Source: an optimization exercise on an open RTL-to-GDS flow (aim: small area and a short achievable clock period). Production flows keep margins and buffers that such runs may drop. In this exercise RTL edits were held to simulation tests only and were not proved equivalent to the original. No activity file was given, so power comes from the tool's default toggle rates.

==> flow/design.v <==
package rwm_isa_pkg;
	localparam int INST_WIDTH = 20;
	localparam int INST_RET_BIT = 19;
	localparam int INST_RNW_BIT = 18;
	localparam int INST_JUMP_BIT = 15;
	localparam int INST_LOOP_SEL_BIT = 13;
	localparam int INST_AC_LSB = 7;
	localparam int INST_DO_LSB = 3;
	localparam int INST_DM_LSB = 0;
	localparam int NUM_LOOPS = 2;
	localparam int PC_BITS = 7;
	localparam int AC_ADDR_BITS = 6;
	localparam int LOOP_CNT_BITS = 8;
	localparam int CMD_CODE_BITS = 4;
	typedef logic [INST_WIDTH-1:0] inst_t;
	typedef logic [PC_BITS-1:0] pc_t;
	typedef logic [AC_ADDR_BITS-1:0] ac_addr_t;
	typedef logic [LOOP_CNT_BITS-1:0] loop_cnt_t;
	typedef logic [CMD_CODE_BITS-1:0] cmd_code_t;
	typedef logic [31:0] host_data_t;
	typedef logic [11:0] host_addr_t;
	localparam int CMD_CODE_LSB = 8;
	localparam cmd_code_t CMD_RUN = 4'd0;
	localparam cmd_code_t CMD_LOAD_CNTR = 4'd2;
	localparam cmd_code_t CMD_LOAD_JUMP = 4'd3;
	localparam cmd_code_t CMD_CLEAR_ERR = 4'd4;
	localparam cmd_code_t CMD_SET_CS_MASK = 4'd5;
	localparam cmd_code_t CMD_WRITE_INST = 4'd6;
	localparam cmd_code_t CMD_WRITE_AC = 4'd7;
	localparam int SI_WIDTH = 16;
	typedef logic [SI_WIDTH-1:0] sinst_t;
	localparam int SI_RET = 15;
	localparam int SI_RNW = 14;
	localparam int SI_JM_LSB = 10;
	localparam int SI_AC_LSB = 4;
	localparam int SI_DO_LSB = 0;
	function automatic sinst_t si_encode(input inst_t w);
		logic [1:0] j;
		j = w[INST_JUMP_BIT] ? (w[INST_LOOP_SEL_BIT] ? 2'b10 : 2'b01) : 2'b00;
		si_encode[SI_RET] = w[INST_RET_BIT];
		si_encode[SI_RNW] = w[INST_RNW_BIT];
		si_encode[SI_JM_LSB +: 4] = w[2] ? {2'b11, j} : {j, w[1:0]};
		si_encode[SI_AC_LSB +: 6] = w[INST_AC_LSB +: 6];
		si_encode[SI_DO_LSB +: 4] = w[INST_DO_LSB +: 4];
	endfunction
	function automatic logic [1:0] si_jfield(input sinst_t s);
		si_jfield = (s[SI_JM_LSB+3] && s[SI_JM_LSB+2]) ? s[SI_JM_LSB +: 2] : s[SI_JM_LSB+2 +: 2];
	endfunction
	function automatic logic [3:0] si_dm(input sinst_t s);
		logic m4;
		logic [1:0] m;
		m4 = s[SI_JM_LSB+3] && s[SI_JM_LSB+2];
		m = s[SI_JM_LSB +: 2];
		si_dm[0] = m4 || m[1] || m[0];
		si_dm[1] = m4 || m[1];
		si_dm[2] = m4 || (m[1] && m[0]);
		si_dm[3] = m4;
	endfunction
	localparam int ADDR_LOOPBACK_BIT = 7;
	localparam host_addr_t ADDR_STATUS_ERR = 12'd0;
	localparam host_addr_t ADDR_STATUS_PC = 12'd1;
	typedef enum logic [1:0] {
		IDLE,
		RUNNING,
		READING,
		DONE
	} cmd_state_t;
endpackage
package rwm_phy_pkg;
	localparam int AFI_RATIO = 2;
	localparam int DQ_WIDTH = 8;
	localparam int WORDS = 2 * AFI_RATIO;
	localparam int AC_BUS_WIDTH = 24;
	localparam int CS_BITS = AFI_RATIO;
	localparam int NUM_RANKS = 2;
	localparam int CHK_QUEUE_DEPTH = 4;
	localparam int AC_WORD_BITS = AC_BUS_WIDTH + CS_BITS;
	localparam int DM_CODE_BITS = 3;
	typedef logic [WORDS*DQ_WIDTH-1:0] wdata_t;
	typedef logic [WORDS-1:0] dm_t;
	typedef logic [DQ_WIDTH-1:0] err_word_t;
	typedef logic [AC_BUS_WIDTH-1:0] ac_bus_t;
	typedef logic [AC_WORD_BITS-1:0] ac_word_t;
	typedef logic [NUM_RANKS-1:0] cs_mask_t;
	typedef logic [CS_BITS*NUM_RANKS-1:0] cs_bus_t;
	typedef logic [WORDS-1:0] do_code_t;
	typedef logic [DM_CODE_BITS-1:0] dm_code_t;
	function automatic wdata_t do_pattern(input do_code_t code);
		for (int w = 0; w < WORDS; w++) begin
			do_pattern[w*DQ_WIDTH +: DQ_WIDTH] = {DQ_WIDTH{code[w]}};
		end
	endfunction
	function automatic dm_t dm_pattern(input dm_code_t code);
		for (int w = 0; w < WORDS; w++) begin
			dm_pattern[w] = (code > w);
		end
	endfunction
endpackage
`timescale 1ns/100ps
module rwm_host_frontend (
	input  logic                     afi_clk,
	input  logic                     afi_reset_n,
	input  rwm_isa_pkg::host_addr_t  host_addr_i,
	input  rwm_isa_pkg::host_data_t  host_wdata_i,
	input  logic                     cmd_write_i,
	input  logic                     cmd_read_i,
	input  logic                     ret_seen_i,
	input  rwm_isa_pkg::pc_t         pc_next_i,
	input  rwm_phy_pkg::err_word_t   err_next_i,
	output logic                     cmd_done_o,
	output rwm_isa_pkg::host_data_t  host_rdata_o,
	output logic                     running_o,
	output logic                     run_start_o,
	output logic                     cntr_load_o,
	output logic                     jump_load_o,
	output logic                     inst_wr_o,
	output logic                     wr_busy_o,
	output logic                     inst_pend_o,
	output logic                     ac_pend_o,
	output logic [11:0]              pa_o,
	output logic [25:0]              pd_o,
	output rwm_phy_pkg::cs_mask_t    cs_mask_o,
	output logic                     clear_err_o,
	output logic                     loopback_o
);
	logic cmd_write_r;
	logic cmd_read_r;
	logic st_run;
	logic st_read;
	logic st_done;
	logic idle;
	logic accept;
	logic w1, w2, w3;
	logic [11:0] pa;
	logic [25:0] pd;
	logic [3:0] code;
	logic [7:0] rdata_q;
	logic st_done_next;
	always_ff @(posedge afi_clk or negedge afi_reset_n) begin
		if (!afi_reset_n) begin
			cmd_write_r <= 1'b0;
			cmd_read_r <= 1'b0;
		end else begin
			cmd_write_r <= cmd_write_i;
			cmd_read_r <= cmd_read_i;
		end
	end
	assign idle = !st_run && !st_read && !st_done;
	assign accept = cmd_write_r && idle;
	assign code = pa[11:8];
	always_ff @(posedge afi_clk) begin
		w1 <= accept;
		w2 <= w1;
		w3 <= w2;
		if (!(accept || w1 || w2)) begin
			pa <= host_addr_i;
			pd <= host_wdata_i[25:0];
		end
	end
	assign wr_busy_o = accept || w1 || w2 || w3;
	assign inst_pend_o = (code == rwm_isa_pkg::CMD_WRITE_INST);
	assign ac_pend_o = (code == rwm_isa_pkg::CMD_WRITE_AC);
	assign run_start_o = accept && (code == rwm_isa_pkg::CMD_RUN);
	assign cntr_load_o = accept && (code == rwm_isa_pkg::CMD_LOAD_CNTR);
	assign jump_load_o = accept && (code == rwm_isa_pkg::CMD_LOAD_JUMP);
	assign clear_err_o = accept && (code == rwm_isa_pkg::CMD_CLEAR_ERR);
	assign inst_wr_o = accept && (code == rwm_isa_pkg::CMD_WRITE_INST);
	always_comb begin
		st_done_next = st_done;
		if (idle) begin
			st_done_next = !run_start_o && !cmd_read_i && accept;
		end else if (st_run) begin
			st_done_next = ret_seen_i;
		end else if (st_read) begin
			st_done_next = 1'b1;
		end else if (!cmd_write_r && !cmd_read_r) begin
			st_done_next = 1'b0;
		end
	end
	always_ff @(posedge afi_clk or negedge afi_reset_n) begin
		if (!afi_reset_n) begin
			st_run <= 1'b0;
			st_read <= 1'b0;
			st_done <= 1'b0;
			cs_mask_o <= '0;
			loopback_o <= 1'b0;
		end else begin
			st_done <= st_done_next;
			if (accept && (code == rwm_isa_pkg::CMD_SET_CS_MASK)) begin
				cs_mask_o <= pd[1:0];
			end
			if (idle) begin
				if (run_start_o) begin
					st_run <= 1'b1;
					loopback_o <= pa[rwm_isa_pkg::ADDR_LOOPBACK_BIT];
				end else if (cmd_read_i) begin
					st_read <= 1'b1;
				end
			end else if (st_run) begin
				if (ret_seen_i) st_run <= 1'b0;
			end else if (st_read) begin
				st_read <= 1'b0;
			end
		end
	end
	always_ff @(posedge afi_clk) begin
		if (host_addr_i == rwm_isa_pkg::ADDR_STATUS_ERR) begin
			rdata_q <= err_next_i;
		end else if (host_addr_i == rwm_isa_pkg::ADDR_STATUS_PC) begin
			rdata_q <= {1'b0, pc_next_i};
		end else begin
			rdata_q <= '0;
		end
	end
	assign host_rdata_o = {24'd0, rdata_q};
	assign cmd_done_o = st_done;
	assign running_o = st_run;
	assign pa_o = pa;
	assign pd_o = pd;
endmodule
`timescale 1ns/100ps
module rwm_sequencer (
	input  logic                    afi_clk,
	input  logic                    afi_reset_n,
	input  logic                    running_i,
	input  logic                    run_start_i,
	input  logic                    cntr_load_i,
	input  logic                    jump_load_i,
	input  logic                    inst_wr_i,
	input  logic                    wr_busy_i,
	input  logic                    inst_pend_i,
	input  logic [11:0]             pa_i,
	input  logic [25:0]             pd_i,
	input  rwm_isa_pkg::pc_t        host_fa_i,
	output rwm_isa_pkg::sinst_t     op_o,
	output logic                    ret_seen_o,
	output rwm_isa_pkg::pc_t        pc_next_o,
	output logic [1:0]              phase_o
);
	localparam int NR = 32;
	logic [1:0] phase;
	logic [NR*rwm_isa_pkg::SI_WIDTH-1:0] place_bus [4];
	rwm_isa_pkg::sinst_t wr_word;
	rwm_isa_pkg::sinst_t rd_place [4];
	rwm_isa_pkg::sinst_t mem_rd;
	logic [1:0] rd_sel;
	rwm_isa_pkg::pc_t fa_q;
	rwm_isa_pkg::pc_t pc_q;
	rwm_isa_pkg::sinst_t op_q;
	rwm_isa_pkg::sinst_t inst_lp [2];
	logic lp_flag [2];
	rwm_isa_pkg::pc_t loop_ptr [2];
	rwm_isa_pkg::loop_cnt_t loop_init [2];
	rwm_isa_pkg::loop_cnt_t loop_cnt [2];
	logic loop_nz [2];
	logic op_ret;
	logic op_jump;
	logic loop_sel;
	logic jump_taken;
	logic [1:0] jf;
	rwm_isa_pkg::pc_t lp_target;
	always_ff @(posedge afi_clk) begin
		phase <= phase + 2'd1;
	end
	assign wr_word = rwm_isa_pkg::si_encode(pd_i[rwm_isa_pkg::INST_WIDTH-1:0]);
	for (genvar k = 0; k < NR; k++) begin : g_ring
		rwm_isa_pkg::sinst_t r0, r1, r2, r3;
		always_ff @(posedge afi_clk) begin
			if (wr_busy_i && inst_pend_i && (pa_i[6:2] == k) && (pa_i[1:0] == ~phase)) begin
				r0 <= wr_word;
			end else begin
				r0 <= r3;
			end
			r1 <= r0;
			r2 <= r1;
			r3 <= r2;
		end
		assign place_bus[0][k*rwm_isa_pkg::SI_WIDTH +: rwm_isa_pkg::SI_WIDTH] = r0;
		assign place_bus[1][k*rwm_isa_pkg::SI_WIDTH +: rwm_isa_pkg::SI_WIDTH] = r1;
		assign place_bus[2][k*rwm_isa_pkg::SI_WIDTH +: rwm_isa_pkg::SI_WIDTH] = r2;
		assign place_bus[3][k*rwm_isa_pkg::SI_WIDTH +: rwm_isa_pkg::SI_WIDTH] = r3;
	end
	for (genvar p = 0; p < 4; p++) begin : g_rd
		assign rd_place[p] = place_bus[p][fa_q[6:2]*rwm_isa_pkg::SI_WIDTH +: rwm_isa_pkg::SI_WIDTH];
	end
	assign rd_sel = fa_q[1:0] + phase;
	assign mem_rd = rd_place[rd_sel];
	assign jf = rwm_isa_pkg::si_jfield(op_q);
	assign loop_sel = jf[1];
	assign op_ret = running_i && op_q[rwm_isa_pkg::SI_RET];
	assign op_jump = running_i && (jf != 2'b00);
	assign jump_taken = op_jump && loop_nz[loop_sel];
	assign lp_target = loop_ptr[loop_sel];
	always_comb begin
		if (run_start_i) begin
			pc_next_o = pd_i[rwm_isa_pkg::PC_BITS-1:0];
		end else if (jump_taken) begin
			pc_next_o = lp_target;
		end else if (running_i && !op_ret) begin
			pc_next_o = fa_q;
		end else begin
			pc_next_o = pc_q;
		end
	end
	always_ff @(posedge afi_clk) begin
		op_q <= jump_taken ? inst_lp[loop_sel] : mem_rd;
		if (run_start_i) begin
			fa_q <= pd_i[rwm_isa_pkg::PC_BITS-1:0] + 1'b1;
		end else if (running_i && !op_ret) begin
			fa_q <= (jump_taken ? lp_target : fa_q) + 1'b1;
		end else begin
			fa_q <= host_fa_i;
		end
		for (int l = 0; l < 2; l++) begin
			if (inst_wr_i && (pa_i[rwm_isa_pkg::PC_BITS-1:0] == loop_ptr[l])) begin
				inst_lp[l] <= wr_word;
			end else if (jump_load_i && (pa_i[0] == l[0])) begin
				inst_lp[l] <= mem_rd;
			end else if (lp_flag[l] && (phase == 2'd0)) begin
				inst_lp[l] <= place_bus[0][rwm_isa_pkg::SI_WIDTH-1:0];
			end
		end
	end
	always_ff @(posedge afi_clk or negedge afi_reset_n) begin
		if (!afi_reset_n) begin
			pc_q <= '0;
			for (int l = 0; l < 2; l++) begin
				loop_ptr[l] <= '0;
				loop_init[l] <= '0;
				loop_cnt[l] <= '0;
				loop_nz[l] <= 1'b0;
				lp_flag[l] <= 1'b1;
			end
		end else begin
			pc_q <= pc_next_o;
			for (int l = 0; l < 2; l++) begin
				if (cntr_load_i && (pa_i[0] == l[0])) begin
					loop_init[l] <= pd_i[rwm_isa_pkg::LOOP_CNT_BITS-1:0];
					loop_cnt[l] <= pd_i[rwm_isa_pkg::LOOP_CNT_BITS-1:0];
					loop_nz[l] <= (pd_i[rwm_isa_pkg::LOOP_CNT_BITS-1:0] != '0);
				end else if (op_jump && (loop_sel == l[0])) begin
					loop_cnt[l] <= jump_taken ? loop_cnt[l] - 1'b1 : loop_init[l];
					loop_nz[l] <= jump_taken ? (loop_cnt[l] != 8'd1) : (loop_init[l] != '0);
				end
				if (jump_load_i && (pa_i[0] == l[0])) begin
					loop_ptr[l] <= pd_i[rwm_isa_pkg::PC_BITS-1:0];
					lp_flag[l] <= 1'b0;
				end
			end
		end
	end
	assign op_o = op_q;
	assign ret_seen_o = op_ret;
	assign phase_o = phase;
endmodule
`timescale 1ns/100ps
module rwm_pattern_gen (
	input  logic                    afi_clk,
	input  logic                    afi_reset_n,
	input  logic                    op_valid_i,
	input  rwm_isa_pkg::sinst_t     op_i,
	input  logic                    wr_busy_i,
	input  logic                    ac_pend_i,
	input  logic [11:0]             pa_i,
	input  logic [25:0]             pd_i,
	input  logic [1:0]              phase_i,
	input  rwm_phy_pkg::cs_mask_t   cs_mask_i,
	output rwm_phy_pkg::wdata_t     afi_wdata_o,
	output rwm_phy_pkg::dm_t        afi_dm_o,
	output rwm_phy_pkg::ac_bus_t    ac_bus_o,
	output rwm_phy_pkg::cs_bus_t    cs_bus_o,
	output logic                    wr_beat_o
);
	localparam int NR = 16;
	logic [NR*rwm_phy_pkg::AC_WORD_BITS-1:0] place_bus [4];
	rwm_phy_pkg::ac_word_t rd_place [4];
	rwm_phy_pkg::ac_word_t ac_word;
	logic [5:0] ac_idx;
	logic [1:0] rd_sel;
	rwm_phy_pkg::cs_bus_t cs_next;
	for (genvar k = 0; k < NR; k++) begin : g_ring
		rwm_phy_pkg::ac_word_t r0, r1, r2, r3;
		always_ff @(posedge afi_clk) begin
			if (wr_busy_i && ac_pend_i && (pa_i[5:2] == k) && (pa_i[1:0] == ~phase_i)) begin
				r0 <= pd_i[rwm_phy_pkg::AC_WORD_BITS-1:0];
			end else begin
				r0 <= r3;
			end
			r1 <= r0;
			r2 <= r1;
			r3 <= r2;
		end
		assign place_bus[0][k*rwm_phy_pkg::AC_WORD_BITS +: rwm_phy_pkg::AC_WORD_BITS] = r0;
		assign place_bus[1][k*rwm_phy_pkg::AC_WORD_BITS +: rwm_phy_pkg::AC_WORD_BITS] = r1;
		assign place_bus[2][k*rwm_phy_pkg::AC_WORD_BITS +: rwm_phy_pkg::AC_WORD_BITS] = r2;
		assign place_bus[3][k*rwm_phy_pkg::AC_WORD_BITS +: rwm_phy_pkg::AC_WORD_BITS] = r3;
	end
	assign ac_idx = op_i[rwm_isa_pkg::SI_AC_LSB +: 6];
	for (genvar p = 0; p < 4; p++) begin : g_rd
		assign rd_place[p] = place_bus[p][ac_idx[5:2]*rwm_phy_pkg::AC_WORD_BITS +: rwm_phy_pkg::AC_WORD_BITS];
	end
	assign rd_sel = ac_idx[1:0] + phase_i;
	assign ac_word = rd_place[rd_sel];
	always_comb begin
		for (int p = 0; p < rwm_phy_pkg::CS_BITS; p++) begin
			for (int r = 0; r < rwm_phy_pkg::NUM_RANKS; r++) begin
				cs_next[p*rwm_phy_pkg::NUM_RANKS + r] = ac_word[rwm_phy_pkg::AC_BUS_WIDTH + p] | cs_mask_i[r];
			end
		end
	end
	always_ff @(posedge afi_clk or negedge afi_reset_n) begin
		if (!afi_reset_n) begin
			cs_bus_o <= '1;
			wr_beat_o <= 1'b0;
		end else begin
			cs_bus_o <= op_valid_i ? cs_next : '1;
			wr_beat_o <= op_valid_i && op_i[rwm_isa_pkg::SI_RNW];
		end
	end
	always_ff @(posedge afi_clk) begin
		if (op_valid_i) begin
			afi_wdata_o <= rwm_phy_pkg::do_pattern(op_i[rwm_isa_pkg::SI_DO_LSB +: rwm_phy_pkg::WORDS]);
			afi_dm_o <= rwm_isa_pkg::si_dm(op_i);
			ac_bus_o <= ac_word[rwm_phy_pkg::AC_BUS_WIDTH-1:0];
		end else begin
			afi_wdata_o <= '0;
			afi_dm_o <= '0;
			ac_bus_o <= '0;
		end
	end
endmodule
`timescale 1ns/100ps
module rwm_read_checker (
	input  logic                    afi_clk,
	input  logic                    afi_reset_n,
	input  logic                    op_valid_i,
	input  rwm_isa_pkg::sinst_t     op_i,
	input  rwm_phy_pkg::wdata_t     rdata_i,
	input  logic                    rdata_valid_i,
	input  logic                    clear_err_i,
	output rwm_phy_pkg::err_word_t  err_word_o,
	output rwm_phy_pkg::err_word_t  err_next_o
);
	rwm_phy_pkg::do_code_t code_q [rwm_phy_pkg::CHK_QUEUE_DEPTH];
	logic [$clog2(rwm_phy_pkg::CHK_QUEUE_DEPTH)-1:0] wr_ptr;
	logic [$clog2(rwm_phy_pkg::CHK_QUEUE_DEPTH)-1:0] rd_ptr;
	logic [$clog2(rwm_phy_pkg::CHK_QUEUE_DEPTH):0] count;
	logic push;
	logic pop;
	rwm_phy_pkg::wdata_t expected;
	rwm_phy_pkg::wdata_t diff;
	rwm_phy_pkg::err_word_t mismatch;
	rwm_phy_pkg::err_word_t err_q;
	assign push = op_valid_i && op_i[rwm_isa_pkg::SI_RNW] &&
		(count != rwm_phy_pkg::CHK_QUEUE_DEPTH);
	assign pop = rdata_valid_i && (count != '0);
	assign expected = rwm_phy_pkg::do_pattern(code_q[rd_ptr]);
	assign diff = rdata_i ^ expected;
	always_comb begin
		mismatch = '0;
		for (int b = 0; b < rwm_phy_pkg::DQ_WIDTH; b++) begin
			for (int w = 0; w < rwm_phy_pkg::WORDS; w++) begin
				mismatch[b] |= diff[w*rwm_phy_pkg::DQ_WIDTH + b];
			end
		end
	end
	always_ff @(posedge afi_clk) begin
		if (push) begin
			code_q[wr_ptr] <= op_i[rwm_isa_pkg::SI_DO_LSB +: rwm_phy_pkg::WORDS];
		end
	end
	always_ff @(posedge afi_clk or negedge afi_reset_n) begin
		if (!afi_reset_n) begin
			wr_ptr <= '0;
			rd_ptr <= '0;
			count <= '0;
			err_q <= '0;
		end else if (clear_err_i) begin
			wr_ptr <= '0;
			rd_ptr <= '0;
			count <= '0;
			err_q <= '0;
		end else begin
			if (push) begin
				wr_ptr <= wr_ptr + 1'b1;
			end
			if (pop) begin
				rd_ptr <= rd_ptr + 1'b1;
				err_q <= err_q | mismatch;
			end
			case ({push, pop})
				2'b10: count <= count + 1'b1;
				2'b01: count <= count - 1'b1;
				default: count <= count;
			endcase
		end
	end
	assign err_word_o = err_q;
	always_comb begin
		if (clear_err_i) begin
			err_next_o = '0;
		end else if (pop) begin
			err_next_o = err_q | mismatch;
		end else begin
			err_next_o = err_q;
		end
	end
endmodule
`timescale 1ns/100ps
module rwm_core (
	input  logic                     afi_clk,
	input  logic                     afi_reset_n,
	input  rwm_isa_pkg::host_addr_t  host_addr_i,
	input  rwm_isa_pkg::host_data_t  host_wdata_i,
	input  logic                     cmd_write_i,
	input  logic                     cmd_read_i,
	input  rwm_phy_pkg::wdata_t      afi_rdata_i,
	input  logic                     afi_rdata_valid_i,
	output rwm_isa_pkg::host_data_t  host_rdata_o,
	output logic                     cmd_done_o,
	output rwm_phy_pkg::wdata_t      afi_wdata_o,
	output rwm_phy_pkg::dm_t         afi_dm_o,
	output rwm_phy_pkg::ac_bus_t     ac_bus_o,
	output rwm_phy_pkg::cs_bus_t     cs_bus_o
);
	logic running;
	logic run_start;
	logic cntr_load;
	logic jump_load;
	logic inst_wr;
	logic wr_busy;
	logic inst_pend;
	logic ac_pend;
	logic [11:0] pa;
	logic [25:0] pd;
	rwm_phy_pkg::cs_mask_t cs_mask;
	logic clear_err;
	logic loopback;
	logic ret_seen;
	rwm_isa_pkg::pc_t pc_next;
	rwm_phy_pkg::err_word_t err_word;
	rwm_phy_pkg::err_word_t err_next;
	rwm_isa_pkg::sinst_t op;
	logic [1:0] phase;
	rwm_phy_pkg::wdata_t wdata;
	logic wr_beat;
	rwm_phy_pkg::wdata_t chk_rdata;
	logic chk_valid;
	rwm_host_frontend u_frontend (
		.afi_clk(afi_clk), .afi_reset_n(afi_reset_n),
		.host_addr_i(host_addr_i), .host_wdata_i(host_wdata_i),
		.cmd_write_i(cmd_write_i), .cmd_read_i(cmd_read_i),
		.ret_seen_i(ret_seen), .pc_next_i(pc_next), .err_next_i(err_next),
		.cmd_done_o(cmd_done_o), .host_rdata_o(host_rdata_o),
		.running_o(running), .run_start_o(run_start),
		.cntr_load_o(cntr_load), .jump_load_o(jump_load),
		.inst_wr_o(inst_wr), .wr_busy_o(wr_busy),
		.inst_pend_o(inst_pend), .ac_pend_o(ac_pend),
		.pa_o(pa), .pd_o(pd),
		.cs_mask_o(cs_mask), .clear_err_o(clear_err), .loopback_o(loopback)
	);
	rwm_sequencer u_sequencer (
		.afi_clk(afi_clk), .afi_reset_n(afi_reset_n),
		.running_i(running), .run_start_i(run_start),
		.cntr_load_i(cntr_load), .jump_load_i(jump_load),
		.inst_wr_i(inst_wr), .wr_busy_i(wr_busy), .inst_pend_i(inst_pend),
		.pa_i(pa), .pd_i(pd), .host_fa_i(host_wdata_i[rwm_isa_pkg::PC_BITS-1:0]),
		.op_o(op), .ret_seen_o(ret_seen), .pc_next_o(pc_next), .phase_o(phase)
	);
	rwm_pattern_gen u_pattern_gen (
		.afi_clk(afi_clk), .afi_reset_n(afi_reset_n),
		.op_valid_i(running), .op_i(op),
		.wr_busy_i(wr_busy), .ac_pend_i(ac_pend),
		.pa_i(pa), .pd_i(pd), .phase_i(phase),
		.cs_mask_i(cs_mask), .afi_wdata_o(wdata), .afi_dm_o(afi_dm_o),
		.ac_bus_o(ac_bus_o), .cs_bus_o(cs_bus_o), .wr_beat_o(wr_beat)
	);
	assign chk_rdata = loopback ? wdata : afi_rdata_i;
	assign chk_valid = loopback ? wr_beat : afi_rdata_valid_i;
	rwm_read_checker u_read_checker (
		.afi_clk(afi_clk), .afi_reset_n(afi_reset_n),
		.op_valid_i(running), .op_i(op),
		.rdata_i(chk_rdata), .rdata_valid_i(chk_valid),
		.clear_err_i(clear_err), .err_word_o(err_word), .err_next_o(err_next)
	);
	assign afi_wdata_o = wdata;
endmodule
==> flow/run.sh <==
#!/bin/bash
# synth_recipe.tcl (not shown) runs the flow's synth.tcl, then flattens the netlist and writes it again
# the make line also repeats each setting of config.mk as NAME=value (left out here)
make -C /OpenROAD-flow-scripts/flow DESIGN_CONFIG=/design/flow/config.mk WORK_HOME=/design/flow/orfs CLKGATE_MAP_FILE= SYNTH_SCRIPT=/design/flow/synth_recipe.tcl finish
==> flow/config.mk <==
export PLATFORM = sky130hd
export DESIGN_NAME = rwm_core
export DESIGN_NICKNAME = rwm_core
export VERILOG_FILES = /design/flow/design.v
export SDC_FILE = /design/flow/constraint.sdc
export NUM_CORES = 4
export LEC_CHECK = 0
export CAP_MARGIN = 20
export CORE_MARGIN = 2
export CORE_UTILIZATION = 40
export SETUP_SLACK_MARGIN = 1.0
export SLEW_MARGIN = 20
==> flow/constraint.sdc <==
create_clock -name core_clock -period 5.5 [get_ports {afi_clk}]
set_input_delay 1.1000 -clock core_clock [delete_from_list [all_inputs] [get_ports {afi_clk}]]
set_output_delay 1.1000 -clock core_clock [all_outputs]
set_load 0.01 [all_outputs]
==> results.txt, run 1 <==
status timing/DRC/antenna clean; Sw Ratio 30.2%; fin cells 15100; pin count of the biggest net entering global routing 97; Worst setup SP type register; sequential element share of the synthesized area ~62%; drt first pass iters 9; area leader, netlist dfxtp_1; Placed Area about 140000 sq um; most area-consuming cells after synthesis dfxtp_1 (59%), mux4_2 (8.4%), mux2_2 (7.3%); f_max ~0.22 GHz; P_sw approximately 0.021 W; yosys warns 14; Layout fillers 28100; commonest cells after routing, fill and taps aside dfxtp_1 (3772), nand2_1 (1315), mux2_2 (830); Final Instance Area about 150000 sq um; synth-to-layout area growth 15.7%; Final Setup Violations 0; critical path depth 12; io pins between 150 and 200; share of post-route cells with drive strength above 1 roughly 22%; die area roughly 330000 sq um; gr usage total around 23%; final hold vios 0; crit path cell chain ha_4 -> nand2b_4 -> buf_4 -> buf_4 -> o32ai_1 -> nor4_1 -> o22ai_1 -> buf_4 -> a21oi_2 -> buf_4 -> nor3_1 -> a221o_1; sequential share of power 43.5%; GRT overflow 0; internal power approximately 0.05 W; post-route setup TNS 0 ns; Synth async-reset ratio ~2.2%; Cell Area, Synth 129000 sq um; Max Slew Vio Count 0; most common cell after layout, fill and taps aside dfxtp_1; Tightest Hold Check Type register to register; critical path endpoint category register; first-pass GRT wire length around 570000 um; CTS tree built; # Max-Cap Violations 0; EDFF count, synth 86; Clock Skew ~0.096 ns; Req. time, crit path roughly 6.2 ns; worst slew pin tran approximately 1.1 ns; Vias ~84000; CTS clock-pin slew for the worst setup and hold paths ~0.06 ns; Critical Path AT between 5 and 6 ns; Final min period about 4.5 ns; Die Height between 500 and 600 um; R2R depth 12; Layout Utilization between 40% and 50%; CP bufs+invs 4; Mapped Cells approximately 10000; maximum root-to-sink buffer count 4; Post-synth top flop dfxtp_1; Die X roughly 570 um; Critical Path Fanout Max 20; Leakage Power ~56 nW; CTS Sinks 3951; Post-Place Cells ~14000; DRT Wirelength between 300000 and 400000 um; Worst path slowest cell ha_4; Worst R2R Start u_sequencer.fa_q[0]$_DFF_P_; R2R setup slack around 1.0 ns; Wirelength per Cell around 26 um; Largest stage delay, worst path 0.75 ns; RSZ-0062 raised after global routing false; GP Congestion 0.868; Nets 10600; vias in the first global route 85400; syn_area_per_cell between 10 and 15 sq um; crit-path most repeated cell buf_4; DP Wirelength ~240000 um; Top Family by Delay on Critical Path simple AND/OR/NAND/NOR gates; WHS approximately 0.3 ns; core area between 300000 and 400000 sq um; r2r endpoint u_sequencer.inst_lp[0][14]$_DFFE_PP_; Crit Path Class register to register; H-tree depth 5; Gate power share around a fifth; total CTS buffers 388; register bit total from synthesis between 3000 and 4000; antenna violations before repair 22; crit path from u_sequencer.fa_q[0]$_DFF_P_; share of the synthesized area in the top cell type around three fifths; Starting Density between 40% and 50%; Clock power frac between 30 and 40%; final antenna-violating net count 0; distinct cell type count after synthesis a little under 90; Final period util between 80% and 90%; clk root buf clkbuf_16; Worst IR Drop VDD between 400 and 500 uV; DR iter-0 viols approximately 8000; # DRC 0; relative slew slack 25.4%; I/O Buffers about 150; Pwr per Cell Area approximately 480 nW/um^2; Critical Path Sink u_sequencer.inst_lp[0][14]$_DFFE_PP_; Vias/cell about 5.6; worst-skew pair later-pin latency 0.96 ns; Rows around 210
[cell usage after synthesis (39+ instances only)]
| master | count |
|---|---|
| a31oi_1 | 64 |
| mux2i_1 | 518 |
| dfrtp_1 | 79 |
| mux4_2 | 479 |
| nand3_1 | 180 |
| xnor2_1 | 61 |
| o22ai_1 | 169 |
| a211oi_1 | 41 |
| mux2_2 | 830 |
| buf_1 | 57 |
| nor3_1 | 89 |
| dfxtp_1 | 3780 |
| a21oi_1 | 537 |
| clkbuf_1 | 438 |
| o21ai_0 | 210 |
| edfxtp_1 | 86 |
| buf_2 | 200 |
| nor4_1 | 131 |
| nor2_1 | 277 |
| nand2_1 | 1327 |
| buf_4 | 81 |
| nand4_1 | 52 |
| o211ai_1 | 39 |
[cells by family (layout without fill, tap and decap cells)]
| family | count (synthesis) | after routing | share of synthesized area, % |
|---|---|---|---|
| AO/OA/AOI/OAI | 1395 | 1395 | 6.72 |
| XOR/XNOR | 77 | 77 | 0.569 |
| adder cells (fa/ha/maj) | 15 | 15 | 0.152 |
| buffers and inverters | 828 | 1285 | 2.91 |
| flip-flops | 3951 | 3951 | 62.4 |
| multiplexers | 1827 | 1827 | 19.7 |
| other | 1 | 32 | 0.00291 |
| AND/OR/NAND/NOR | 2233 | 2233 | 7.53 |
[sequential cells by signal, indices dropped and copies added (netlist names), 8 cells and up]
signal,count
u_sequencer.inst_lp,32
u_read_checker.err_q,8
u_sequencer.g_ring.r3,512
u_sequencer.g_ring.r2,512
u_frontend.pa,12
u_sequencer.loop_cnt,16
u_frontend.rdata_q,8
u_pattern_gen.g_ring.r3,416
u_pattern_gen.g_ring.r0,416
u_sequencer.g_ring.r0,512
u_read_checker.code_q,16
u_sequencer.loop_init,16
u_pattern_gen.ac_bus_o,24
u_sequencer.loop_ptr,14
u_pattern_gen.g_ring.r2,416
u_pattern_gen.g_ring.r1,416
u_sequencer.op_q,16
u_frontend.pd,26
u_sequencer.g_ring.r1,512
[power groups by stage]
stage	combinational, W	sequential [W]	clock [W]
global route	0.0138	0.0310	0.0284
global placement	0.0130	0.0314	0
CTS	0.0131	0.0309	0.0273
detailed placement	0.0131	0.0315	0
floorplan	0.00785	0.0308	0
finish	0.0132	0.0309	0.0269
[layout make-up]
cell class | instances | area [sq um] | area share [%]
flip-flops and latches | 3951 | 80400 | 54.0
inverters | 40 | 150 | 0.101
diodes | 8 | 20.0 | 0.0134
clock buffers | 588 | 11600 | 7.81
multi-input cells | 5571 | 45000 | 30.2
well taps | 4305 | 5390 | 3.62
repair buffers | 532 | 4940 | 3.31
clock inverters | 125 | 1410 | 0.945
[timing repair]
action,in CTS,in global routing
hold buffers,0,0
hold endpoints to repair,0,0
gates resized for setup,0,6
endpoints found under the setup margin,0,13
setup buffers,0,2
[how the worst min path moves through the flow]
| stage | slack [ns] | start | depth (start not counted) | end |
|---|---|---|---|---|
| 3_3_place_gp | 0.33 | u_pattern_gen.g_ring[4].r1[9]$_DFF_P_ | 0 | u_pattern_gen.g_ring[4].r2[9]$_DFF_P_ |
| 2_1_floorplan | 0.32 | u_pattern_gen.g_ring[4].r1[9]$_DFF_P_ | 0 | u_pattern_gen.g_ring[4].r2[9]$_DFF_P_ |
| 5_1_grt | 0.29 | u_pattern_gen.g_ring[14].r0[10]$_DFF_P_ | 0 | u_pattern_gen.g_ring[14].r1[10]$_DFF_P_ |
| 3_5_place_dp | 0.33 | u_pattern_gen.g_ring[6].r1[1]$_DFF_P_ | 0 | u_pattern_gen.g_ring[6].r2[1]$_DFF_P_ |
| 4_1_cts | 0.29 | u_pattern_gen.g_ring[14].r0[10]$_DFF_P_ | 0 | u_pattern_gen.g_ring[14].r1[10]$_DFF_P_ |
| 6_report | 0.30 | u_sequencer.g_ring[27].r0[6]$_DFF_P_ | 0 | u_sequencer.g_ring[27].r1[6]$_DFF_P_ |
[stage by stage]
stage	setup slack, ns	total power (W)
after global placement	1.06	0.0444
final	1.04	0.0710
after CTS	1.01	0.0712
after floorplan	1.75	0.0386
after detailed placement	1.02	0.0445
after global routing	1.06	0.0732
[layer usage]
| layer | track usage [%] | up-vias | share of wire [%] |
|---|---|---|---|
| met5 | 0 | - | 0.018 |
| li1 | - | 37000 | - |
| met1 | 31.4 | 42900 | 43 |
| met4 | 8.12 | 10 | 3.6 |
| met3 | 4.06 | 699 | 7.2 |
| met2 | 37.0 | 3322 | 46 |
==> run 2: changes to the inputs <==
--- a/flow/config.mk
+++ b/flow/config.mk
@@ -9,4 +9,4 @@
 export CORE_MARGIN = 2
 export CORE_UTILIZATION = 40
-export SETUP_SLACK_MARGIN = 1.0
+export SETUP_SLACK_MARGIN = 3.0
 export SLEW_MARGIN = 20
==> results.txt, run 2 <==
status timing/DRC/antenna clean; clk root buf clkbuf_16; H-tree depth 5 (unchanged); Synth async-reset ratio 2.15% (unchanged); Nets 11300 (+7.2%); CTS clock-pin slew for the worst setup and hold paths 0.06 ns (about the same); total CTS buffers 387 (-0.26%); worst slew pin tran 1.35 ns (+0.231 ns); DR iter-0 viols 9879 (+24%); worst-skew pair later-pin latency 0.99 ns (+0.03 ns); Critical Path AT 4.43 ns (-0.70 ns); share of post-route cells with drive strength above 1 34.4% (+12 points); RSZ-0062 raised after global routing true; antenna violations before repair 22 (unchanged); relative slew slack 9.76% (-16 points); pin count of the biggest net entering global routing 95 (-2.1%); Rows 208 (unchanged); Worst IR Drop VDD 412 uV (-8.2%); synth cell count leaders dfxtp_1 (3780), nand2_1 (1327), mux2_2 (830), a21oi_1 (537), mux2i_1 (518); Starting Density 40.2% (unchanged); first-pass GRT wire length 637000 um (+12%); sequential share of power 40.3% (-3.2 points); vias in the first global route 91400 (+7.1%); register bit total from synthesis 3951 (unchanged); area leader, netlist dfxtp_1; internal power 0.0530 W (+7.0%); DP Wirelength 237000 um (-1.2%); most frequent cell after synthesis dfxtp_1; # Max-Cap Violations 0 (unchanged); Pwr per Cell Area 454 nW/um^2 (-4.8%); Vias 91200 (+8.6%); share of the synthesized area in the top cell type 58.8% (unchanged); f_max 0.270 GHz (+20%); core area 321000 sq um (unchanged); Final Instance Area 169000 sq um (+14%); syn_area_per_cell 12.5 sq um (unchanged); DRT Wirelength 459000 um (+18%); Tightest Hold Check Type input pin to asynchronous set/reset pin; GP Congestion 0.867 (about the same); io pins 178 (unchanged); final hold vios 0 (unchanged); drt first pass iters 6 (-3); yosys warns 14 (unchanged); gr usage total 26.4% (+3.2 points); die area 326000 sq um (unchanged); Gate power share 23.9% (+5.3 points); EDFF count, synth 86 (unchanged); Cell Area, Synth 129000 sq um (unchanged); sequential element share of the synthesized area 62.4% (unchanged); Max Slew Vio Count 0 (unchanged); Leakage Power 64.7 nW (+15%); I/O Buffers 147 (unchanged); Final Setup Violations 0 (unchanged); CTS tree built; Mapped Cells 10300 (unchanged); commonest cells after routing, fill and taps aside dfxtp_1 (3737), nand2_1 (1221), mux2i_1 (490); Die X 571 um (unchanged); Wirelength per Cell 28.9 um (+13%); Clock power frac 35.8% (-2.1 points); Critical Path Fanout Max 36 (+80%); final antenna-violating net count 0 (unchanged); hold_buf cts 0 (unchanged); Placed Area 136000 sq um (-0.12%); Req. time, crit path 6.23 ns (+0.06 ns); Die Height 571 um (unchanged); critical path endpoint category register; CTS Sinks 3951 (unchanged); most common cell after layout, fill and taps aside dfxtp_1; Post-synth top flop dfxtp_1; P_sw 0.0238 W (+11%); Crit Path Class register to register; maximum root-to-sink buffer count 4 (unchanged); Final period util 67.4% (-14 points); distinct cell type count after synthesis 87 (unchanged); Clock Skew 0.132 ns (+0.0357 ns); GRT overflow 0 (unchanged); Sw Ratio 31.0% (+0.75 points); Final min period 3.71 ns (-0.753 ns); Worst setup SP type register; most area-consuming cells after synthesis dfxtp_1 (59%), mux4_2 (8.4%), mux2_2 (7.3%); # DRC 0 (unchanged); Vias/cell 5.74 (+3.4%); synth-to-layout area growth 31.4%; post-route setup TNS 0 ns (unchanged)
==> run 2: changes by cell type in the layout (fill, tap and decap cells not counted), sizes merged, moves of 7 or more <==
cell	before	now
bufbuf	0	18
bufinv	18	28
clkinvlp	4	13
clkinv	93	86
clkbuf	589	618
buf	385	1150
clkdlybuf4s50	146	73
==> run 2: worst max-delay path, cell delays in order, from the launching register on <==
cell and delay, ns:
dfxtp_4 0.36, ha_4 0.25, buf_4 0.16, buf_16 0.18, nand2_8 0.24, buf_16 0.30, o21ai_0 0.18, a211oi_1 0.37
nor3_2 0.07, buf_4 0.16, nor4_4 0.25, buf_4 0.16, o21ai_1 0.08, buf_4 0.19, a221o_1 0.36
==> run 2: cell type report <==
type                       count  area, sq um
antenna                        5         12.5
inverter                      40          179
timing repair buffer        1279        18700
clock inverter               139         1630
timing repair inverter         1         7.51
multi-input combinational   5583        51200
sequential                  3951        80500
fill                       25600       151000
tap                         4305         5390
clock buffer                 580        11600
==> run 2: logic make-up after synthesis <==
kind of cell	Yosys count	share of synthesized area [%]
other	1	0.00291
and+or+nand+nor	2233	7.53
xor gates and xnor gates	77	0.569
adders and majority gates	15	0.152
AOI/OAI and AO/OA	1395	6.72
DFF	3951	62.4
muxes	1827	19.7
buffers and inverters	828	2.91
==> run 2: power groups by stage <==
stage / sequential, W / clock [W] / combinational, W
floorplan: 0.0308 / 0 / 0.00839
global placement: 0.0314 / 0 / 0.0128
detailed placement: 0.0315 / 0 / 0.0130
CTS: 0.0309 / 0.0276 / 0.0166
global route: 0.0310 / 0.0288 / 0.0188
finish: 0.0309 / 0.0274 / 0.0184
==> run 2: path summary, 6_finish.rpt <==
check / startpoint / endpoint / slack, ns / cells after the start
max reg2reg: u_sequencer.phase[0]$_DFF_P_ / u_sequencer.inst_lp[1][13]$_DFFE_PP_ / 1.79 / 14
max: u_sequencer.phase[0]$_DFF_P_ / u_sequencer.inst_lp[1][13]$_DFFE_PP_ / 1.79 / 14
max in group asynchronous: afi_reset_n / u_pattern_gen.cs_bus_o[3]$_DFF_PN1_ / 4.28 / 2
min reg2reg: u_sequencer.g_ring[24].r2[1]$_DFF_P_ / u_sequencer.g_ring[24].r3[1]$_DFF_P_ / 0.26 / 0
min in group core_clock: u_sequencer.g_ring[24].r2[1]$_DFF_P_ / u_sequencer.g_ring[24].r3[1]$_DFF_P_ / 0.26 / 0
min: afi_reset_n / u_read_checker.err_q[7]$_DFF_PN0_ / 0.19 / 1
==> run 2: timing repair <==
| item | CTS | global route |
|---|---|---|
| gates cloned | 151 | 47 |
| setup buffers | 425 | 176 |
| resized for setup | 1734 | 985 |
| pin swaps | 174 | 239 |
| setup endpoints to repair | 1161 | 1135 |
==> run 2: layer usage <==
metal  vias to the layer above  track usage (%)  routed length [um]
met5                         -                0                  83
met4                        12             12.5               25600
met3                      1287             5.86               42700
met2                      4802             41.8              207000
met1                     46400             34.1              183000
li1                      38700                -                   -
==> run 2: metrics by stage <==
step,util [%],total power (W),hold WS [ns],setup WS [ns],instances
floorplan,-,0.0391,0.323,2.66,10400
global placement,42.3,0.0443,0.327,0.986,14400
detailed placement,42.3,0.0444,0.327,0.954,14400
CTS,50.7,0.0751,0.191,1.92,15700
global route,52.8,0.0786,0.224,1.78,15900
finish,52.8,0.0768,0.186,1.79,15900
==> run 3: changes to the inputs <==
--- a/flow/design.v
+++ b/flow/design.v
@@ -108,4 +108,5 @@
 	input  rwm_isa_pkg::pc_t         pc_next_i,
 	input  rwm_phy_pkg::err_word_t   err_next_i,
+	input  logic [1:0]               phase_i,
 	output logic                     cmd_done_o,
 	output rwm_isa_pkg::host_data_t  host_rdata_o,
@@ -115,7 +116,6 @@
 	output logic                     jump_load_o,
 	output logic                     inst_wr_o,
-	output logic                     wr_busy_o,
-	output logic                     inst_pend_o,
-	output logic                     ac_pend_o,
+	output logic                     inst_we_o,
+	output logic                     ac_we_o,
 	output logic [11:0]              pa_o,
 	output logic [25:0]              pd_o,
@@ -131,10 +131,18 @@
 	logic idle;
 	logic accept;
-	logic w1, w2, w3;
+	logic w1, w2;
 	logic [11:0] pa;
 	logic [25:0] pd;
 	logic [3:0] code;
 	logic [7:0] rdata_q;
+	logic st_run_next;
+	logic st_read_next;
 	logic st_done_next;
+	logic idle_next;
+	logic busy_next;
+	logic [11:0] pa_next;
+	logic wr_slot_next;
+	logic inst_we_q;
+	logic ac_we_q;
 	always_ff @(posedge afi_clk or negedge afi_reset_n) begin
 		if (!afi_reset_n) begin
@@ -149,16 +157,22 @@
 	assign accept = cmd_write_r && idle;
 	assign code = pa[11:8];
+	assign pa_next = (accept || w1 || w2) ? pa : host_addr_i;
 	always_ff @(posedge afi_clk) begin
 		w1 <= accept;
 		w2 <= w1;
-		w3 <= w2;
+		pa <= pa_next;
 		if (!(accept || w1 || w2)) begin
-			pa <= host_addr_i;
 			pd <= host_wdata_i[25:0];
 		end
 	end
-	assign wr_busy_o = accept || w1 || w2 || w3;
-	assign inst_pend_o = (code == rwm_isa_pkg::CMD_WRITE_INST);
-	assign ac_pend_o = (code == rwm_isa_pkg::CMD_WRITE_AC);
+	assign idle_next = !st_run_next && !st_read_next && !st_done_next;
+	assign busy_next = (cmd_write_i && idle_next) || accept || w1 || w2;
+	assign wr_slot_next = busy_next && (pa_next[1:0] == ~(phase_i + 2'd1));
+	always_ff @(posedge afi_clk) begin
+		inst_we_q <= wr_slot_next && (pa_next[11:8] == rwm_isa_pkg::CMD_WRITE_INST);
+		ac_we_q <= wr_slot_next && (pa_next[11:8] == rwm_isa_pkg::CMD_WRITE_AC);
+	end
+	assign inst_we_o = inst_we_q;
+	assign ac_we_o = ac_we_q;
 	assign run_start_o = accept && (code == rwm_isa_pkg::CMD_RUN);
 	assign cntr_load_o = accept && (code == rwm_isa_pkg::CMD_LOAD_CNTR);
@@ -167,10 +181,16 @@
 	assign inst_wr_o = accept && (code == rwm_isa_pkg::CMD_WRITE_INST);
 	always_comb begin
+		st_run_next = st_run;
+		st_read_next = st_read;
 		st_done_next = st_done;
 		if (idle) begin
+			st_run_next = run_start_o;
+			st_read_next = !run_start_o && cmd_read_i;
 			st_done_next = !run_start_o && !cmd_read_i && accept;
 		end else if (st_run) begin
+			st_run_next = !ret_seen_i;
 			st_done_next = ret_seen_i;
 		end else if (st_read) begin
+			st_read_next = 1'b0;
 			st_done_next = 1'b1;
 		end else if (!cmd_write_r && !cmd_read_r) begin
@@ -186,19 +206,12 @@
 			loopback_o <= 1'b0;
 		end else begin
+			st_run <= st_run_next;
+			st_read <= st_read_next;
 			st_done <= st_done_next;
 			if (accept && (code == rwm_isa_pkg::CMD_SET_CS_MASK)) begin
 				cs_mask_o <= pd[1:0];
 			end
-			if (idle) begin
-				if (run_start_o) begin
-					st_run <= 1'b1;
-					loopback_o <= pa[rwm_isa_pkg::ADDR_LOOPBACK_BIT];
-				end else if (cmd_read_i) begin
-					st_read <= 1'b1;
-				end
-			end else if (st_run) begin
-				if (ret_seen_i) st_run <= 1'b0;
-			end else if (st_read) begin
-				st_read <= 1'b0;
+			if (run_start_o) begin
+				loopback_o <= pa[rwm_isa_pkg::ADDR_LOOPBACK_BIT];
 			end
 		end
@@ -228,10 +241,11 @@
 	input  logic                    jump_load_i,
 	input  logic                    inst_wr_i,
-	input  logic                    wr_busy_i,
-	input  logic                    inst_pend_i,
+	input  logic                    inst_we_i,
 	input  logic [11:0]             pa_i,
 	input  logic [25:0]             pd_i,
 	input  rwm_isa_pkg::pc_t        host_fa_i,
 	output rwm_isa_pkg::sinst_t     op_o,
+	output logic [15:0]             ac_ring_o,
+	output logic [3:0]              ac_place_o,
 	output logic                    ret_seen_o,
 	output rwm_isa_pkg::pc_t        pc_next_o,
@@ -239,15 +253,29 @@
 );
 	localparam int NR = 32;
+	localparam int W = rwm_isa_pkg::SI_WIDTH;
+	function automatic logic [31:0] onehot32(input logic [4:0] a);
+		for (int i = 0; i < 32; i++) onehot32[i] = (a == i);
+	endfunction
+	function automatic logic [15:0] onehot16(input logic [3:0] a);
+		for (int i = 0; i < 16; i++) onehot16[i] = (a == i);
+	endfunction
+	function automatic logic [3:0] onehot4(input logic [1:0] a);
+		for (int i = 0; i < 4; i++) onehot4[i] = (a == i);
+	endfunction
 	logic [1:0] phase;
-	logic [NR*rwm_isa_pkg::SI_WIDTH-1:0] place_bus [4];
+	logic [1:0] phase1;
+	logic [NR*W-1:0] place_bus [4];
 	rwm_isa_pkg::sinst_t wr_word;
-	rwm_isa_pkg::sinst_t rd_place [4];
 	rwm_isa_pkg::sinst_t mem_rd;
-	logic [1:0] rd_sel;
 	rwm_isa_pkg::pc_t fa_q;
+	logic [NR-1:0] fa_ring_q;
+	logic [3:0] fa_place_q;
 	rwm_isa_pkg::pc_t pc_q;
 	rwm_isa_pkg::sinst_t op_q;
+	logic [15:0] ac_ring_q;
+	logic [3:0] ac_place_q;
 	rwm_isa_pkg::sinst_t inst_lp [2];
 	logic lp_flag [2];
+	logic lp_grab [2];
 	rwm_isa_pkg::pc_t loop_ptr [2];
 	rwm_isa_pkg::loop_cnt_t loop_init [2];
@@ -259,13 +287,22 @@
 	logic jump_taken;
 	logic [1:0] jf;
-	rwm_isa_pkg::pc_t lp_target;
+	rwm_isa_pkg::pc_t run_fa;
+	rwm_isa_pkg::pc_t jmp_fa [2];
+	logic [NR-1:0] host_ring, run_ring, seq_ring;
+	logic [NR-1:0] jmp_ring [2];
+	logic [3:0] host_place, run_place, seq_place;
+	logic [3:0] jmp_place [2];
+	logic [15:0] lp_ac_ring [2];
+	logic [3:0] place_of [4];
+	logic [3:0] lp_ac_place [2];
 	always_ff @(posedge afi_clk) begin
 		phase <= phase + 2'd1;
 	end
+	assign phase1 = phase + 2'd1;
 	assign wr_word = rwm_isa_pkg::si_encode(pd_i[rwm_isa_pkg::INST_WIDTH-1:0]);
 	for (genvar k = 0; k < NR; k++) begin : g_ring
 		rwm_isa_pkg::sinst_t r0, r1, r2, r3;
 		always_ff @(posedge afi_clk) begin
-			if (wr_busy_i && inst_pend_i && (pa_i[6:2] == k) && (pa_i[1:0] == ~phase)) begin
+			if (inst_we_i && (pa_i[6:2] == k)) begin
 				r0 <= wr_word;
 			end else begin
@@ -276,14 +313,17 @@
 			r3 <= r2;
 		end
-		assign place_bus[0][k*rwm_isa_pkg::SI_WIDTH +: rwm_isa_pkg::SI_WIDTH] = r0;
-		assign place_bus[1][k*rwm_isa_pkg::SI_WIDTH +: rwm_isa_pkg::SI_WIDTH] = r1;
-		assign place_bus[2][k*rwm_isa_pkg::SI_WIDTH +: rwm_isa_pkg::SI_WIDTH] = r2;
-		assign place_bus[3][k*rwm_isa_pkg::SI_WIDTH +: rwm_isa_pkg::SI_WIDTH] = r3;
+		assign place_bus[0][k*W +: W] = r0;
+		assign place_bus[1][k*W +: W] = r1;
+		assign place_bus[2][k*W +: W] = r2;
+		assign place_bus[3][k*W +: W] = r3;
 	end
-	for (genvar p = 0; p < 4; p++) begin : g_rd
-		assign rd_place[p] = place_bus[p][fa_q[6:2]*rwm_isa_pkg::SI_WIDTH +: rwm_isa_pkg::SI_WIDTH];
+	always_comb begin
+		mem_rd = '0;
+		for (int p = 0; p < 4; p++) begin
+			for (int k = 0; k < NR; k++) begin
+				mem_rd = mem_rd | ({W{fa_ring_q[k] & fa_place_q[p]}} & place_bus[p][k*W +: W]);
+			end
+		end
 	end
-	assign rd_sel = fa_q[1:0] + phase;
-	assign mem_rd = rd_place[rd_sel];
 	assign jf = rwm_isa_pkg::si_jfield(op_q);
 	assign loop_sel = jf[1];
@@ -291,10 +331,9 @@
 	assign op_jump = running_i && (jf != 2'b00);
 	assign jump_taken = op_jump && loop_nz[loop_sel];
-	assign lp_target = loop_ptr[loop_sel];
 	always_comb begin
 		if (run_start_i) begin
 			pc_next_o = pd_i[rwm_isa_pkg::PC_BITS-1:0];
 		end else if (jump_taken) begin
-			pc_next_o = lp_target;
+			pc_next_o = loop_ptr[loop_sel];
 		end else if (running_i && !op_ret) begin
 			pc_next_o = fa_q;
@@ -303,20 +342,57 @@
 		end
 	end
+	always_comb begin
+		host_ring = onehot32(host_fa_i[6:2]);
+		host_place = onehot4(host_fa_i[1:0] + phase1);
+		run_fa = pd_i[rwm_isa_pkg::PC_BITS-1:0] + 1'b1;
+		run_ring = onehot32(run_fa[6:2]);
+		run_place = onehot4(run_fa[1:0] + phase1);
+		for (int j = 0; j < 4; j++) place_of[j] = onehot4(2'(j) + phase1);
+		for (int l = 0; l < 2; l++) begin
+			jmp_fa[l] = loop_ptr[l] + 1'b1;
+			jmp_ring[l] = onehot32(jmp_fa[l][6:2]);
+			jmp_place[l] = onehot4(jmp_fa[l][1:0] + phase1);
+			lp_ac_ring[l] = onehot16(inst_lp[l][rwm_isa_pkg::SI_AC_LSB+2 +: 4]);
+			lp_ac_place[l] = place_of[inst_lp[l][rwm_isa_pkg::SI_AC_LSB +: 2]];
+		end
+		seq_ring = (fa_q[1:0] == 2'd3) ? {fa_ring_q[NR-2:0], fa_ring_q[NR-1]} : fa_ring_q;
+		seq_place = {fa_place_q[1:0], fa_place_q[3:2]};
+	end
 	always_ff @(posedge afi_clk) begin
-		op_q <= jump_taken ? inst_lp[loop_sel] : mem_rd;
+		if (jump_taken) begin
+			op_q <= inst_lp[loop_sel];
+			ac_ring_q <= lp_ac_ring[loop_sel];
+			ac_place_q <= lp_ac_place[loop_sel];
+		end else begin
+			op_q <= mem_rd;
+			ac_ring_q <= onehot16(mem_rd[rwm_isa_pkg::SI_AC_LSB+2 +: 4]);
+			ac_place_q <= place_of[mem_rd[rwm_isa_pkg::SI_AC_LSB +: 2]];
+		end
 		if (run_start_i) begin
-			fa_q <= pd_i[rwm_isa_pkg::PC_BITS-1:0] + 1'b1;
+			fa_q <= run_fa;
+			fa_ring_q <= run_ring;
+			fa_place_q <= run_place;
 		end else if (running_i && !op_ret) begin
-			fa_q <= (jump_taken ? lp_target : fa_q) + 1'b1;
+			if (jump_taken) begin
+				fa_q <= jmp_fa[loop_sel];
+				fa_ring_q <= jmp_ring[loop_sel];
+				fa_place_q <= jmp_place[loop_sel];
+			end else begin
+				fa_q <= fa_q + 1'b1;
+				fa_ring_q <= seq_ring;
+				fa_place_q <= seq_place;
+			end
 		end else begin
 			fa_q <= host_fa_i;
+			fa_ring_q <= host_ring;
+			fa_place_q <= host_place;
 		end
 		for (int l = 0; l < 2; l++) begin
 			if (inst_wr_i && (pa_i[rwm_isa_pkg::PC_BITS-1:0] == loop_ptr[l])) begin
 				inst_lp[l] <= wr_word;
-			end else if (jump_load_i && (pa_i[0] == l[0])) begin
-				inst_lp[l] <= mem_rd;
+			end else if (lp_grab[l]) begin
+				inst_lp[l] <= op_q;
 			end else if (lp_flag[l] && (phase == 2'd0)) begin
-				inst_lp[l] <= place_bus[0][rwm_isa_pkg::SI_WIDTH-1:0];
+				inst_lp[l] <= place_bus[0][W-1:0];
 			end
 		end
@@ -331,4 +407,5 @@
 				loop_nz[l] <= 1'b0;
 				lp_flag[l] <= 1'b1;
+				lp_grab[l] <= 1'b0;
 			end
 		end else begin
@@ -343,4 +420,5 @@
 					loop_nz[l] <= jump_taken ? (loop_cnt[l] != 8'd1) : (loop_init[l] != '0);
 				end
+				lp_grab[l] <= jump_load_i && (pa_i[0] == l[0]);
 				if (jump_load_i && (pa_i[0] == l[0])) begin
 					loop_ptr[l] <= pd_i[rwm_isa_pkg::PC_BITS-1:0];
@@ -351,4 +429,6 @@
 	end
 	assign op_o = op_q;
+	assign ac_ring_o = ac_ring_q;
+	assign ac_place_o = ac_place_q;
 	assign ret_seen_o = op_ret;
 	assign phase_o = phase;
@@ -360,9 +440,9 @@
 	input  logic                    op_valid_i,
 	input  rwm_isa_pkg::sinst_t     op_i,
-	input  logic                    wr_busy_i,
-	input  logic                    ac_pend_i,
+	input  logic                    ac_we_i,
+	input  logic [15:0]             ac_ring_i,
+	input  logic [3:0]              ac_place_i,
 	input  logic [11:0]             pa_i,
 	input  logic [25:0]             pd_i,
-	input  logic [1:0]              phase_i,
 	input  rwm_phy_pkg::cs_mask_t   cs_mask_i,
 	output rwm_phy_pkg::wdata_t     afi_wdata_o,
@@ -374,13 +454,10 @@
 	localparam int NR = 16;
 	logic [NR*rwm_phy_pkg::AC_WORD_BITS-1:0] place_bus [4];
-	rwm_phy_pkg::ac_word_t rd_place [4];
 	rwm_phy_pkg::ac_word_t ac_word;
-	logic [5:0] ac_idx;
-	logic [1:0] rd_sel;
 	rwm_phy_pkg::cs_bus_t cs_next;
 	for (genvar k = 0; k < NR; k++) begin : g_ring
 		rwm_phy_pkg::ac_word_t r0, r1, r2, r3;
 		always_ff @(posedge afi_clk) begin
-			if (wr_busy_i && ac_pend_i && (pa_i[5:2] == k) && (pa_i[1:0] == ~phase_i)) begin
+			if (ac_we_i && (pa_i[5:2] == k)) begin
 				r0 <= pd_i[rwm_phy_pkg::AC_WORD_BITS-1:0];
 			end else begin
@@ -396,10 +473,13 @@
 		assign place_bus[3][k*rwm_phy_pkg::AC_WORD_BITS +: rwm_phy_pkg::AC_WORD_BITS] = r3;
 	end
-	assign ac_idx = op_i[rwm_isa_pkg::SI_AC_LSB +: 6];
-	for (genvar p = 0; p < 4; p++) begin : g_rd
-		assign rd_place[p] = place_bus[p][ac_idx[5:2]*rwm_phy_pkg::AC_WORD_BITS +: rwm_phy_pkg::AC_WORD_BITS];
+	always_comb begin
+		ac_word = '0;
+		for (int p = 0; p < 4; p++) begin
+			for (int k = 0; k < NR; k++) begin
+				ac_word = ac_word | ({rwm_phy_pkg::AC_WORD_BITS{ac_ring_i[k] & ac_place_i[p]}} &
+					place_bus[p][k*rwm_phy_pkg::AC_WORD_BITS +: rwm_phy_pkg::AC_WORD_BITS]);
+			end
+		end
 	end
-	assign rd_sel = ac_idx[1:0] + phase_i;
-	assign ac_word = rd_place[rd_sel];
 	always_comb begin
 		for (int p = 0; p < rwm_phy_pkg::CS_BITS; p++) begin
@@ -529,7 +609,8 @@
 	logic jump_load;
 	logic inst_wr;
-	logic wr_busy;
-	logic inst_pend;
-	logic ac_pend;
+	logic inst_we;
+	logic ac_we;
+	logic [15:0] ac_ring;
+	logic [3:0] ac_place;
 	logic [11:0] pa;
 	logic [25:0] pd;
@@ -551,10 +632,9 @@
 		.host_addr_i(host_addr_i), .host_wdata_i(host_wdata_i),
 		.cmd_write_i(cmd_write_i), .cmd_read_i(cmd_read_i),
-		.ret_seen_i(ret_seen), .pc_next_i(pc_next), .err_next_i(err_next),
+		.ret_seen_i(ret_seen), .pc_next_i(pc_next), .err_next_i(err_next), .phase_i(phase),
 		.cmd_done_o(cmd_done_o), .host_rdata_o(host_rdata_o),
 		.running_o(running), .run_start_o(run_start),
 		.cntr_load_o(cntr_load), .jump_load_o(jump_load),
-		.inst_wr_o(inst_wr), .wr_busy_o(wr_busy),
-		.inst_pend_o(inst_pend), .ac_pend_o(ac_pend),
+		.inst_wr_o(inst_wr), .inst_we_o(inst_we), .ac_we_o(ac_we),
 		.pa_o(pa), .pd_o(pd),
 		.cs_mask_o(cs_mask), .clear_err_o(clear_err), .loopback_o(loopback)
@@ -564,13 +644,13 @@
 		.running_i(running), .run_start_i(run_start),
 		.cntr_load_i(cntr_load), .jump_load_i(jump_load),
-		.inst_wr_i(inst_wr), .wr_busy_i(wr_busy), .inst_pend_i(inst_pend),
+		.inst_wr_i(inst_wr), .inst_we_i(inst_we),
 		.pa_i(pa), .pd_i(pd), .host_fa_i(host_wdata_i[rwm_isa_pkg::PC_BITS-1:0]),
-		.op_o(op), .ret_seen_o(ret_seen), .pc_next_o(pc_next), .phase_o(phase)
+		.op_o(op), .ac_ring_o(ac_ring), .ac_place_o(ac_place), .ret_seen_o(ret_seen), .pc_next_o(pc_next), .phase_o(phase)
 	);
 	rwm_pattern_gen u_pattern_gen (
 		.afi_clk(afi_clk), .afi_reset_n(afi_reset_n),
 		.op_valid_i(running), .op_i(op),
-		.wr_busy_i(wr_busy), .ac_pend_i(ac_pend),
-		.pa_i(pa), .pd_i(pd), .phase_i(phase),
+		.ac_we_i(ac_we), .ac_ring_i(ac_ring), .ac_place_i(ac_place),
+		.pa_i(pa), .pd_i(pd),
 		.cs_mask_i(cs_mask), .afi_wdata_o(wdata), .afi_dm_o(afi_dm_o),
 		.ac_bus_o(ac_bus_o), .cs_bus_o(cs_bus_o), .wr_beat_o(wr_beat)
--- a/flow/config.mk
+++ b/flow/config.mk
@@ -8,5 +8,7 @@
 export CAP_MARGIN = 20
 export CORE_MARGIN = 2
-export CORE_UTILIZATION = 40
+export CORE_UTILIZATION = 60
+export CTS_CLUSTER_DIAMETER = 150
+export CTS_CLUSTER_SIZE = 20
 export SETUP_SLACK_MARGIN = 3.0
 export SLEW_MARGIN = 20
==> results.txt, run 3 <==
status timing/DRC/antenna clean; post-route setup TNS 0 ns (unchanged); vias in the first global route 89400 (-2.2%); compound-gate portion of the synthesized area 15.3% (+8.6 points); Vias/cell 7.34 (+28%); share of the synthesized area in the top cell type 62.2% (+3.4 points); DRT Wirelength 534000 um (+17%); I/O Buffers 147 (unchanged); Nets 10200 (-10%); yosys warns 19 (+5); Mapped Cells 9672 (-6.3%); Leakage Power 55.0 nW (-15%); antenna violations before repair 34 (+55%); Crit Path Class register to register; XOR/XNOR share of the synthesized area 0.679% (+0.11 points); worst-skew pair later-pin latency 0.94 ns (-0.05 ns); f_max 0.301 GHz (+12%); DR iter-0 viols 16300 (+65%); Max Slew Vio Count 0 (unchanged); Final period util 60.3% (-7.0 points); Worst IR Drop VDD 384 uV (-6.7%); first-pass GRT wire length 719000 um (+13%); final hold vios 0 (unchanged); most common cell after layout, fill and taps aside dfxtp_1; # Max-Cap Violations 0 (unchanged); r2r endpoint u_sequencer.ac_ring_q[9]$_DFF_P_; main combinational cell family by area after synthesis compound AO/OA/AOI/OAI gates; Post-Synth Simple-Gate Area 5.53% (-2.0 points); GRT overflow 0 (unchanged); maximum root-to-sink buffer count 3 (-1); CTS Sinks 4010 (+1.5%); Wirelength per Cell 41.7 um (+44%); EDFF count, synth 112 (+30%); Critical Path AT 4.17 ns (-0.26 ns); synth cell count leaders dfxtp_1 (3811), mux2_2 (837), a22oi_1 (794), clkbuf_1 (631), a22o_1 (428); sequential element share of the synthesized area 66.8% (+4.3 points); critical path endpoint category register; syn_area_per_cell 12.7 sq um (+1.7%); CTS tree built; die area 208000 sq um (-36%); DP Wirelength 306000 um (+29%); drt first pass iters 10 (+4); Rows 165 (-21%); clk root buf clkbuf_16; most frequent cell after synthesis dfxtp_1; RSZ-0062 raised after global routing true; share of post-route cells with drive strength above 1 25.7% (-8.7 points); fin cells 12800 (-19%); Post-Place Cells 12000 (-17%); Synth async-reset ratio 2.17% (+0.018 points); Starting Density 60.5% (+20 points); most area-consuming cells after synthesis dfxtp_1 (62%), mux2_2 (7.7%), a22oi_1 (4.9%); Die X 456 um (-20%); R2R depth 9 (-5); Placed Area 127000 sq um (-6.4%); Post-synth top flop dfxtp_1; pin count of the biggest net entering global routing 64 (-33%); final worst slack 2.18 ns (+0.387 ns); io pins 178 (unchanged); core area 203000 sq um (-37%); area leader, netlist dfxtp_1; commonest cells after routing, fill and taps aside dfxtp_1 (3783), mux2_2 (821), a22oi_1 (758); Pwr per Cell Area 438 nW/um^2 (-3.5%); Critical Path Fanout Max 13 (-64%); Final min period 3.32 ns (-0.387 ns); relative slew slack 26.2% (+16 points); Tightest Hold Check Type input pin to asynchronous set/reset pin; CTS clock-pin slew for the worst setup and hold paths 0.10 ns (+0.04 ns); distinct cell type count after synthesis 89 (+2.3%); mux cell area share after synthesis 8.60% (-11 points); Layout fillers 14400 (-44%); Clock Skew 0.0444 ns (-0.0877 ns); Req. time, crit path 6.35 ns (+0.12 ns); Worst R2R Start u_sequencer.fa_ring_q[24]$_DFFE_PP_; GP Congestion 0.984 (+13%); Final Setup Violations 0 (unchanged); gr usage total 49.2% (+23 points); Die Height 456 um (-20%); final antenna-violating net count 0 (unchanged); Synth Area in Adders 0.271% (+0.12 points); Worst setup SP type register; worst slew pin tran 1.10 ns (-0.247 ns); Vias 94200 (+3.3%); Cell Area, Synth 123000 sq um (-4.8%); register bit total from synthesis 4010 (+1.5%); Final Instance Area 143000 sq um (-16%); total CTS buffers 218 (-44%); DP Worst Slack 1.68 ns (+0.722 ns); R2R setup slack 2.18 ns (+0.39 ns); # DRC 0 (unchanged); H-tree depth 4 (-1); synth-to-layout area growth 16.3%
run 3: layout make-up:
cell class	count	area, sq um	area share (%)
antenna	30	75.1	0.0526
timing repair buffer	982	10500	7.37
inverter	36	171	0.120
multi-input combinational	4828	40700	28.6
sequential	4010	81900	57.4
tap	2672	3340	2.34
clock inverter	12	185	0.130
clock buffer	258	5690	3.99
run 3: metrics by stage:
step	util, %	total power (W)	hold WS [ns]
after floorplan	-	0.0363	0.324
after global routing	70.3	0.0630	0.204
final	70.4	0.0625	0.168
after CTS	69.1	0.0606	0.181
after global placement	62.6	0.0417	0.328
after detailed placement	62.6	0.0418	0.335
run 3: routing by layer:
layer / part of all wire [%] / up-vias / track usage (%) / routed length, um
li1: - / 36700 / - / -
met3: 14 / 2602 / 16.7 / 75000
met2: 41 / 8583 / 70.2 / 218000
met5: 0.032 / - / 0 / 172
met4: 9.9 / 26 / 38.4 / 52700
met1: 35 / 46200 / 61.2 / 188000
run 3: worst max-delay path, cell delays in order (launching register included):
cell and delay [ns]:
edfxtp_1 0.42, buf_6 0.17, buf_8 0.17, and2_4 0.17
a222oi_1 0.41, nand4_1 0.17, a221oi_2 0.25, nand4b_1 0.80
a211oi_2 0.45, and3_1 0.19
run 3: worst max-delay path by stage:
stage	startpoint	endpoint	slack, ns	cells after the start
floorplan	u_frontend.st_done$_DFF_PN0_	u_sequencer.fa_ring_q[28]$_DFFE_PP_	2.98	9
global placement	u_sequencer.fa_ring_q[22]$_DFFE_PP_	u_sequencer.ac_place_q[2]$_DFF_P_	1.66	8
detailed placement	u_sequencer.fa_ring_q[22]$_DFFE_PP_	u_sequencer.ac_place_q[2]$_DFF_P_	1.68	8
CTS	u_sequencer.fa_ring_q[15]$_DFFE_PP_	u_sequencer.ac_ring_q[9]$_DFF_P_	2.38	8
global route	u_sequencer.fa_ring_q[4]$_DFFE_PP_	u_sequencer.ac_ring_q[11]$_DFF_P_	2.26	8
finish	u_sequencer.fa_ring_q[24]$_DFFE_PP_	u_sequencer.ac_ring_q[9]$_DFF_P_	2.18	9
run 3: repair_timing:
item / in CTS / in global routing
cloned: 30 / 14
setup buffers: 404 / 118
endpoints found under the setup margin: 939 / 541
pin swaps: 178 / 130
hold buffers: 0 / 0
gates resized for setup: 1100 / 312
run 3: cell families after synthesis:
kind of cell,Yosys count
multiplexers,936
AO/OA/AOI/OAI,2413
buffers and inverters,871
AND/OR/NAND/NOR,1320
flip-flops,4010
XOR/XNOR,95
adder cells (fa/ha/maj),26
other,1
run 3: power by group:
group          switching (W)  leakage, nW  internal [W]
combinational         0.0101         19.2       0.00398
sequential           0.00127         32.9        0.0303
clock                0.00950         2.86       0.00730
total                 0.0209         55.0        0.0416

==> re-timing with driven ports <==
How much do the figures lean on ideal ports? The routed layouts below were timed once more, with nothing changed but the port constraints. Step 1 sets driving cells, clkbuf_16 on the clock port and buf_2 on the other inputs (assumed; they add their load-dependent delay and slew). Step 2 also shifts input and output timing later by t, the mid clock arrival at the registers, as if the neighbouring blocks saw the same clock. Slacks: no drivers / after step 1 / after step 2; pairs: no drivers / after step 1.
run | t, ns | slack for setup (ns)
run 1 | 1.006 | 1.041 / 1.041 / 1.041
run 2 | 1.027 | 1.794 / 1.794 / 1.794
run 3 | 1.005 | 2.181 / 2.181 / 1.822
After both steps setup and hold are still met in every run listed.
